This design comes from an exercise in tuning for small area on the open sky130 flow, not from production work. Only simulation tests tie the RTL to the original design; equivalence was not proved. No activity file was given, so power comes from the tool's default toggle rates.

## build 73
## ex_stage_top
module ex_stage_top (
    input  logic                  clk,
    input  logic                  rst_n,
    input  logic                  id_valid,
    input  logic [32-1:0]   id_rs1_data,
    input  logic [32-1:0]   id_rs2_data,
    input  logic [32-1:0]   id_imm,
    input  logic [32-1:0]   id_pc,
    input  logic [5-1:0] id_rs1,
    input  logic [5-1:0] id_rs2,
    input  logic [5-1:0] id_rd,
    input  logic [5-1:0] id_alu_ctrl,
    input  logic [1:0]            id_alu_src,
    input  logic [2:0]            id_branch_cond,
    input  logic                  id_branch_valid,
    input  logic [1:0]            id_result_src,
    input  logic                  id_mem_write,
    input  logic                  id_reg_write,
    input  logic [32-1:0]   mem_load_data,
    output logic                  pc_src,
    output logic [32-1:0]   branch_target,
    output logic [32-1:0]   mem_alu_result,
    output logic [32-1:0]   mem_store_data,
    output logic [5-1:0] mem_rd,
    output logic                  mem_write,
    output logic                  mem_reg_write,
    output logic [32-1:0]   wb_result,
    output logic [5-1:0] wb_rd,
    output logic                  wb_reg_write
);
For scale: about 340 I/O pins, roughly 15,000 sq um of cells after synthesis.
export LEC_CHECK = 0
export CAP_MARGIN = 20
export CORE_MARGIN = 2
export CORE_UTILIZATION = 40
export SETUP_SLACK_MARGIN = 0.1
export SLEW_MARGIN = 20
create_clock -name core_clock -period 7.0 [get_ports {clk}]
standard.sh (not shown) runs the stock make flow with config.mk's settings and CLKGATE_MAP_FILE= SYNTH_SCRIPT=/design/flow/synth_recipe.tcl, a recipe that flattens the netlist after the stock synthesis.
==> flow/flow/run.sh <==
#!/bin/bash
# Standard synthesis, then an area-oriented re-map of its combinational
# logic, then the standard layout with single-size port buffers and no CTS
# dummy loads. Each tool's output goes to a log file in this folder.
set -euo pipefail
W=$(pwd)
R=$W/orfs/results/$FLOW_PLATFORM/ex_stage_top/base
export BUFFER_PORTS_ARGS="-buffer_cell sky130_fd_sc_hd__buf_1"
export CTS_ARGS="-sink_clustering_enable -repair_clock_nets -dont_use_dummy_load -buf_list sky130_fd_sc_hd__clkbuf_8 -root_buf sky130_fd_sc_hd__clkbuf_8 -sink_clustering_size 12 -sink_clustering_max_diameter 60"

bash standard.sh synth > synth.log 2>&1
cp "$R/1_2_yosys.v" "$W/1_2_yosys.standard.v"

TOP=$FLOW_TOP IN_V="$W/1_2_yosys.standard.v" OUT_V="$W/1_2_yosys.remap.v" \
    ABCS="$W/flow/remap.abc" REMAP_RPT="$W/remap_stat" \
    REMAP_PLATFORM_CFG="$FLOW_HOME/platforms/sky130hd/config.mk" \
    REMAP_LIB="$FLOW_HOME/platforms/sky130hd/lib/sky130_fd_sc_hd__tt_025C_1v80.lib" \
    yosys -c "$W/flow/remap.tcl" > remap.log 2>&1

cp "$W/1_2_yosys.remap.v" "$R/1_2_yosys.v"
rm -f "$R/1_synth.odb" "$R/1_synth.sdc"
bash standard.sh > layout.log 2>&1
==> flow/flow/remap.abc <==
strash
dc2
balance
rewrite
refactor
balance
rewrite
rewrite -z
balance
refactor -z
rewrite -z
balance
strash
dch -f
map -D 4000
topo
buffer -c
upsize -D 4000
dnsize -D 4000
strash
dch -f
map -D 4000
topo
buffer -c
upsize -D 4000
dnsize -D 4000
strash
dch -f
amap
topo
buffer -c
upsize -D 4000
dnsize -D 4000
Other scripts of this flow, unchanged in this note and not shown: flow/flow/remap.tcl
Although build 73 finished all stages, its layout failed final checks on setup timing.
Relative to build 73, the following input files were edited for build 39:
--- a/flow/flow/run.sh
+++ b/flow/flow/run.sh
@@ -8,3 +8,3 @@
 export BUFFER_PORTS_ARGS="-buffer_cell sky130_fd_sc_hd__buf_1"
-export CTS_ARGS="-sink_clustering_enable -repair_clock_nets -dont_use_dummy_load -buf_list sky130_fd_sc_hd__clkbuf_8 -root_buf sky130_fd_sc_hd__clkbuf_8 -sink_clustering_size 12 -sink_clustering_max_diameter 60"
+export CTS_ARGS="-sink_clustering_enable -repair_clock_nets -dont_use_dummy_load -buf_list sky130_fd_sc_hd__clkbuf_8 -root_buf sky130_fd_sc_hd__clkbuf_8 -sink_clustering_size 16 -sink_clustering_max_diameter 70"
 
--- a/flow/flow/remap.abc
+++ b/flow/flow/remap.abc
@@ -12,3 +12,2 @@
 balance
-strash
 dch -f
@@ -26,8 +25 @@
 dnsize -D 4000
-strash
-dch -f
-amap
-topo
-buffer -c
-upsize -D 4000
-dnsize -D 4000
## What came out
- Summary of build 39 over build 73: depth of the worst register-to-register path shows a reduction of about 30%; final worst clock skew went down by 0.035 ns.
- Utilization build 73 -> build 39: down
- Build 39 against build 73: tapcell count up 50; worst slew slack as a fraction of its limit now larger.
- Build 39 completed every stage of the flow, and the final layout passed the timing, design-rule and antenna checks.
- Measured against build 39, the full die area of build 73 comes out at 0.932 times the reference value.
- Build 39 ended up with id_rs1[0] as its start point of the critical path; build 73 ended up with id_rs2[0].
- Clock-buffer cell count in build 39 vs build 73: down 6
- Against build 73 as the reference, build 39 delivers a higher worst setup slack.
- The wire length of the first global-routing pass of build 39 falls short of that of build 73 by 10,000 um.
Relative to build 39, the following input files were edited for build 55:
Settings: CORE_UTILIZATION now 55, was 40; GPL_ROUTABILITY_DRIVEN now 0, previously not set.
--- a/flow/flow/remap.abc
+++ b/flow/flow/remap.abc
@@ -25 +25,3 @@
 dnsize -D 4000
+topo
+dnsize -D 4500
Findings:
Build 39 ran to completion and came out clean on the timing, design-rule and antenna checks. Build 55: no failed stages, no open violations at the end. Changes observed in build 55 relative to build 39: cell area after layout down 450 sq um; via count up about 2%; maximum number of pins on one net before global-route repair up 12. branch_target[31] as the critical path capture point was reported by build 39, and ex_alu_result[0] by build 55. Diff build 39 -> build 55 | wire length | down by more than 10%. Relative to build 39, the filler-free cell count of the finished design of build 55 is lower by 4.9%.
Modified inputs, build 83 compared to build 55
Settings: CORE_UTILIZATION: 55 -> 40; GPL_ROUTABILITY_DRIVEN: 0 -> unset.
--- a/flow/flow/run.sh
+++ b/flow/flow/run.sh
@@ -8,2 +8,3 @@
 export BUFFER_PORTS_ARGS="-buffer_cell sky130_fd_sc_hd__buf_1"
+export GPL_KEEP_OVERFLOW=0
 export CTS_ARGS="-sink_clustering_enable -repair_clock_nets -dont_use_dummy_load -buf_list sky130_fd_sc_hd__clkbuf_8 -root_buf sky130_fd_sc_hd__clkbuf_8 -sink_clustering_size 16 -sink_clustering_max_diameter 70"
--- a/flow/flow/remap.abc
+++ b/flow/flow/remap.abc
@@ -25,3 +25 @@
 dnsize -D 4000
-topo
-dnsize -D 4500
Build 83 against build 55; number of nets in the finished design is down slightly. From build 55 to build 83 the numbers moved as follows: upper clock frequency limit now smaller, required time at the endpoint of the critical path -0.02 ns, arrival time at the worst endpoint went up, placed instance area now larger, clock distribution area overhead in the final layout ~0 delta. Post-synthesis to final-layout area growth is higher on build 83. Diff build 55 -> build 83: buffer count excluding the clock tree in the final layout now sits lower; total of fill cells in the finished design now sits higher.
Inputs modified between build 83 and build 95:
Settings: GPL_ROUTABILITY_DRIVEN now 0, previously not set.
--- a/flow/flow/run.sh
+++ b/flow/flow/run.sh
@@ -8,3 +8,2 @@
 export BUFFER_PORTS_ARGS="-buffer_cell sky130_fd_sc_hd__buf_1"
-export GPL_KEEP_OVERFLOW=0
 export CTS_ARGS="-sink_clustering_enable -repair_clock_nets -dont_use_dummy_load -buf_list sky130_fd_sc_hd__clkbuf_8 -root_buf sky130_fd_sc_hd__clkbuf_8 -sink_clustering_size 16 -sink_clustering_max_diameter 70"
==> summary.txt <==
- Changes observed in build 95 relative to build 83: total CTS buffers rose by 18%; worst setup margin rose by 0.36 ns; area of all placed cells without fillers fell by about 0.8%; met3 track demand over resource in global routing rose by 0.98 points.
- Final cell count without fillers in build 95 is 14 above build 83.
- Switching part of the total (higher): build 83
- Sort build 95 and build 83 by worst hold slack, ascending, and build 95 comes first.
Input-level comparison between build 34 and build 95:
Settings: CORE_UTILIZATION now 55, was 40.
Against build 95, build 34 comes in 1.7 points higher on final cycle utilization of the critical path.
Power: build 34 draws less than build 95
Comparing total non-filler cell area in the finished layout for build 34 and build 95, the smaller number came from build 34.
Clock-buffer cell count in build 34 is about 15% lower than in build 95

Starting RTL as in the previous note.
Settings: LEC_CHECK=0, CAP_MARGIN=20, CORE_MARGIN=2, CORE_UTILIZATION=40, GPL_TIMING_DRIVEN=0, SETUP_SLACK_MARGIN=0.3, SLEW_MARGIN=20; clock period 7.0 ns.
==> flow/flow/run.sh <==
#!/bin/bash
# Standard synthesis, then an area-oriented re-map of its combinational
# logic, then the standard layout with single-size port buffers and no CTS
# dummy loads. Each tool's output goes to a log file in this folder.
set -euo pipefail
W=$(pwd)
R=$W/orfs/results/$FLOW_PLATFORM/ex_stage_top/base
export BUFFER_PORTS_ARGS="-buffer_cell sky130_fd_sc_hd__buf_1"
export CTS_ARGS="-sink_clustering_enable -repair_clock_nets -dont_use_dummy_load -buf_list sky130_fd_sc_hd__clkbuf_8 -root_buf sky130_fd_sc_hd__clkbuf_8 -sink_clustering_size 12 -sink_clustering_max_diameter 60"

bash standard.sh synth > synth.log 2>&1
cp "$R/1_2_yosys.v" "$W/1_2_yosys.standard.v"

TOP=$FLOW_TOP IN_V="$W/1_2_yosys.standard.v" OUT_V="$W/1_2_yosys.remap.v" \
    ABCS="$W/flow/remap.abc" REMAP_RPT="$W/remap_stat" \
    REMAP_PLATFORM_CFG="$FLOW_HOME/platforms/sky130hd/config.mk" \
    REMAP_LIB="$FLOW_HOME/platforms/sky130hd/lib/sky130_fd_sc_hd__tt_025C_1v80.lib" \
    yosys -c "$W/flow/remap.tcl" > remap.log 2>&1

cp "$W/1_2_yosys.remap.v" "$R/1_2_yosys.v"
rm -f "$R/1_synth.odb" "$R/1_synth.sdc"
bash standard.sh > layout.log 2>&1
==> flow/flow/remap.abc <==
strash
dc2
balance
rewrite
refactor
balance
rewrite
rewrite -z
balance
refactor -z
rewrite -z
balance
dch -f
map -D 3500
topo
buffer -c
upsize -D 3500
dnsize -D 3500
strash
dch -f
map -D 3500
topo
buffer -c
upsize -D 3500
dnsize -D 3500
==> flow/flow/remap.tcl <==
# Re-map the combinational logic of the standard synthesis netlist for area.
# The flip-flops and tie cells stay as they are, with their names.
set lib $::env(REMAP_LIB)
yosys read_liberty -ignore_miss_func $lib
yosys read_verilog $::env(IN_V)
yosys hierarchy -top $::env(TOP)
foreach c {dfxtp_1 dfrtp_1 dfstp_1 dfxtp_2 dfrtp_2 dfxtp_4 dfrtp_4 conb_1} {
    if {![catch {yosys select -module sky130_fd_sc_hd__$c}]} {
        yosys select -clear
        yosys blackbox sky130_fd_sc_hd__$c
    }
}
yosys flatten
yosys opt_clean -purge
yosys tee -o $::env(REMAP_RPT).before stat -liberty $lib
# The platform's don't-use cells, from its config.mk
set fh [open $::env(REMAP_PLATFORM_CFG) r]
set cfg [read $fh]
close $fh
set dont_use {}
foreach w [regexp -all -inline {sky130_fd_sc_hd__\S+} [lindex [regexp -inline {DONT_USE_CELLS \+=[^#]*} $cfg] 0]] {
    lappend dont_use -dont_use $w
}
puts "remap: [expr {[llength $dont_use] / 2}] dont_use cells"
yosys abc -liberty $lib -script $::env(ABCS) {*}$dont_use
yosys opt_clean -purge
yosys tee -o $::env(REMAP_RPT).after stat -liberty $lib
yosys write_verilog -noattr -nohex -nodec $::env(OUT_V)
Rerun with:
--- a/flow/flow/run.sh
+++ b/flow/flow/run.sh
@@ -9 +9 @@
-export CTS_ARGS="-sink_clustering_enable -repair_clock_nets -dont_use_dummy_load -buf_list sky130_fd_sc_hd__clkbuf_8 -root_buf sky130_fd_sc_hd__clkbuf_8 -sink_clustering_size 12 -sink_clustering_max_diameter 60"
+export CTS_ARGS="-sink_clustering_enable -repair_clock_nets -dont_use_dummy_load -buf_list sky130_fd_sc_hd__clkbuf_8 -root_buf sky130_fd_sc_hd__clkbuf_8 -sink_clustering_size 16 -sink_clustering_max_diameter 70"
==> flow/flow/remap.abc (replaced) <==
strash
dc2
balance
rewrite
refactor
balance
rewrite
rewrite -z
balance
refactor -z
rewrite -z
balance
dch -f
map -D 4000
topo
buffer -c
upsize -D 4000
dnsize -D 4000
strash
dch -f
map -D 4000
topo
buffer -c
upsize -D 4000
dnsize -D 4000
- CORE_UTILIZATION: 40 -> 62
- GPL_TIMING_DRIVEN: 0 -> not set
- SETUP_SLACK_MARGIN: 0.3 -> 0.1
Outcome: The new run went through all stages and came out clean; total power drops by 4.3%; fmax climbs by 2.9%; via count climbs by 2.0%; first-iteration DRC count goes up by 37%; final cell count decreases by 8.7%; setup slack is better by 190 ps; combinational power drops by about 5%; final area is lower by 3.9%.
Rerun with:
--- a/flow/flow/run.sh
+++ b/flow/flow/run.sh
@@ -9 +9 @@
-export CTS_ARGS="-sink_clustering_enable -repair_clock_nets -dont_use_dummy_load -buf_list sky130_fd_sc_hd__clkbuf_8 -root_buf sky130_fd_sc_hd__clkbuf_8 -sink_clustering_size 16 -sink_clustering_max_diameter 70"
+export CTS_ARGS="-sink_clustering_enable -repair_clock_nets -dont_use_dummy_load -buf_list sky130_fd_sc_hd__clkbuf_8 -root_buf sky130_fd_sc_hd__clkbuf_8 -sink_clustering_size 12 -sink_clustering_max_diameter 60"
- CORE_UTILIZATION: 62 -> 40
The changed run completed without violations.
Sequential power stays flat.
Worst setup slack is better by 210 ps.
Design area rose by 3.0%.
Register-to-register slack is better by 160 ps.
Worst hold slack is better by 17 ps.
Synthesized cell count stays the same.
Die area rose by 54%.
Rerun with:
--- a/flow/flow/run.sh
+++ b/flow/flow/run.sh
@@ -9 +9 @@
-export CTS_ARGS="-sink_clustering_enable -repair_clock_nets -dont_use_dummy_load -buf_list sky130_fd_sc_hd__clkbuf_8 -root_buf sky130_fd_sc_hd__clkbuf_8 -sink_clustering_size 12 -sink_clustering_max_diameter 60"
+export CTS_ARGS="-sink_clustering_enable -repair_clock_nets -dont_use_dummy_load -buf_list sky130_fd_sc_hd__clkbuf_8 -root_buf sky130_fd_sc_hd__clkbuf_8 -sink_clustering_size 16 -sink_clustering_max_diameter 70"
- CORE_UTILIZATION: 40 -> 55
Outcome: Worst setup slack loses 63 ps; utilization goes up by 16 points; global-route usage grows by 7.6 points; sequential cell count is unchanged; wire length falls by a little under a tenth; first-iteration DRC count goes up by well over a third; combinational power stays flat; fmax went down slightly.
Rerun with:
--- a/flow/flow/run.sh
+++ b/flow/flow/run.sh
@@ -9 +9 @@
-export CTS_ARGS="-sink_clustering_enable -repair_clock_nets -dont_use_dummy_load -buf_list sky130_fd_sc_hd__clkbuf_8 -root_buf sky130_fd_sc_hd__clkbuf_8 -sink_clustering_size 16 -sink_clustering_max_diameter 70"
+export CTS_ARGS="-sink_clustering_enable -repair_clock_nets -dont_use_dummy_load -buf_list sky130_fd_sc_hd__clkbuf_8 -root_buf sky130_fd_sc_hd__clkbuf_8 -sink_clustering_size 12 -sink_clustering_max_diameter 60"
- CORE_UTILIZATION: 55 -> 40
- PLACE_DENSITY: not set -> 0.75
=>
- wire length climbs by about 9%
- worst setup slack is worse by 83 ps
- synthesized cell count stays the same
- combinational power climbs by about 5%
- sequential share of layout area drops by 0.81 points
- clock-buffer cell count climbs by 11
- final cell count climbs by 5.2%
- die area climbs by about 37%
- clock skew drops by 12 ps

[separate check: timing with driven ports]
Ports are ideal in the flow. The routed layouts listed here were re-timed in OpenROAD.
Step 1: set_driving_cell puts a clkbuf_16 on clk and a buf_2 on each other input, an assumption about the parent block.
Step 2 also shifts input and output timing later by t, the mid clock arrival at the registers, as if the neighbouring blocks saw the same clock.
a / b / c = no drivers / after step 1 / after step 2; a / b = the first two.
run	shift t [ns]	setup slack, ns	worst setup path at the end	cell pins on the clock port's net
build 73	0.625	-1.877 / -1.864 / -2.490	input to register	1
build 39	0.622	0.834 / 0.869 / 0.247	input to register	1
build 55	0.608	0.646 / 0.671 / 0.063	input to register	1
build 83	0.635	0.566 / 0.603 / -0.033	input to register	1
build 95	0.649	0.922 / 0.952 / 0.304	input to register	1
build 34	0.609	0.801 / 0.827 / 0.219	input to register	1
the first run of note 2	0.649	0.451 / 0.469 / -0.180	input to register	1
the second run of note 2	0.601	0.638 / 0.667 / 0.066	input to register	1
the third run of note 2	0.638	0.848 / 0.881 / 0.243	input to register	1
the fourth run of note 2	0.594	0.784 / 0.811 / 0.217	input to register	1
the fifth run of note 2	0.611	0.702 / 0.727 / 0.116	input to register	1
Met with ideal ports but missed after step 2: setup timing in build 83 and the first run of note 2. The setup slack of the first run of note 2, which loses most, moves by +0.018 ns with the drivers and by -0.631 ns with both steps.
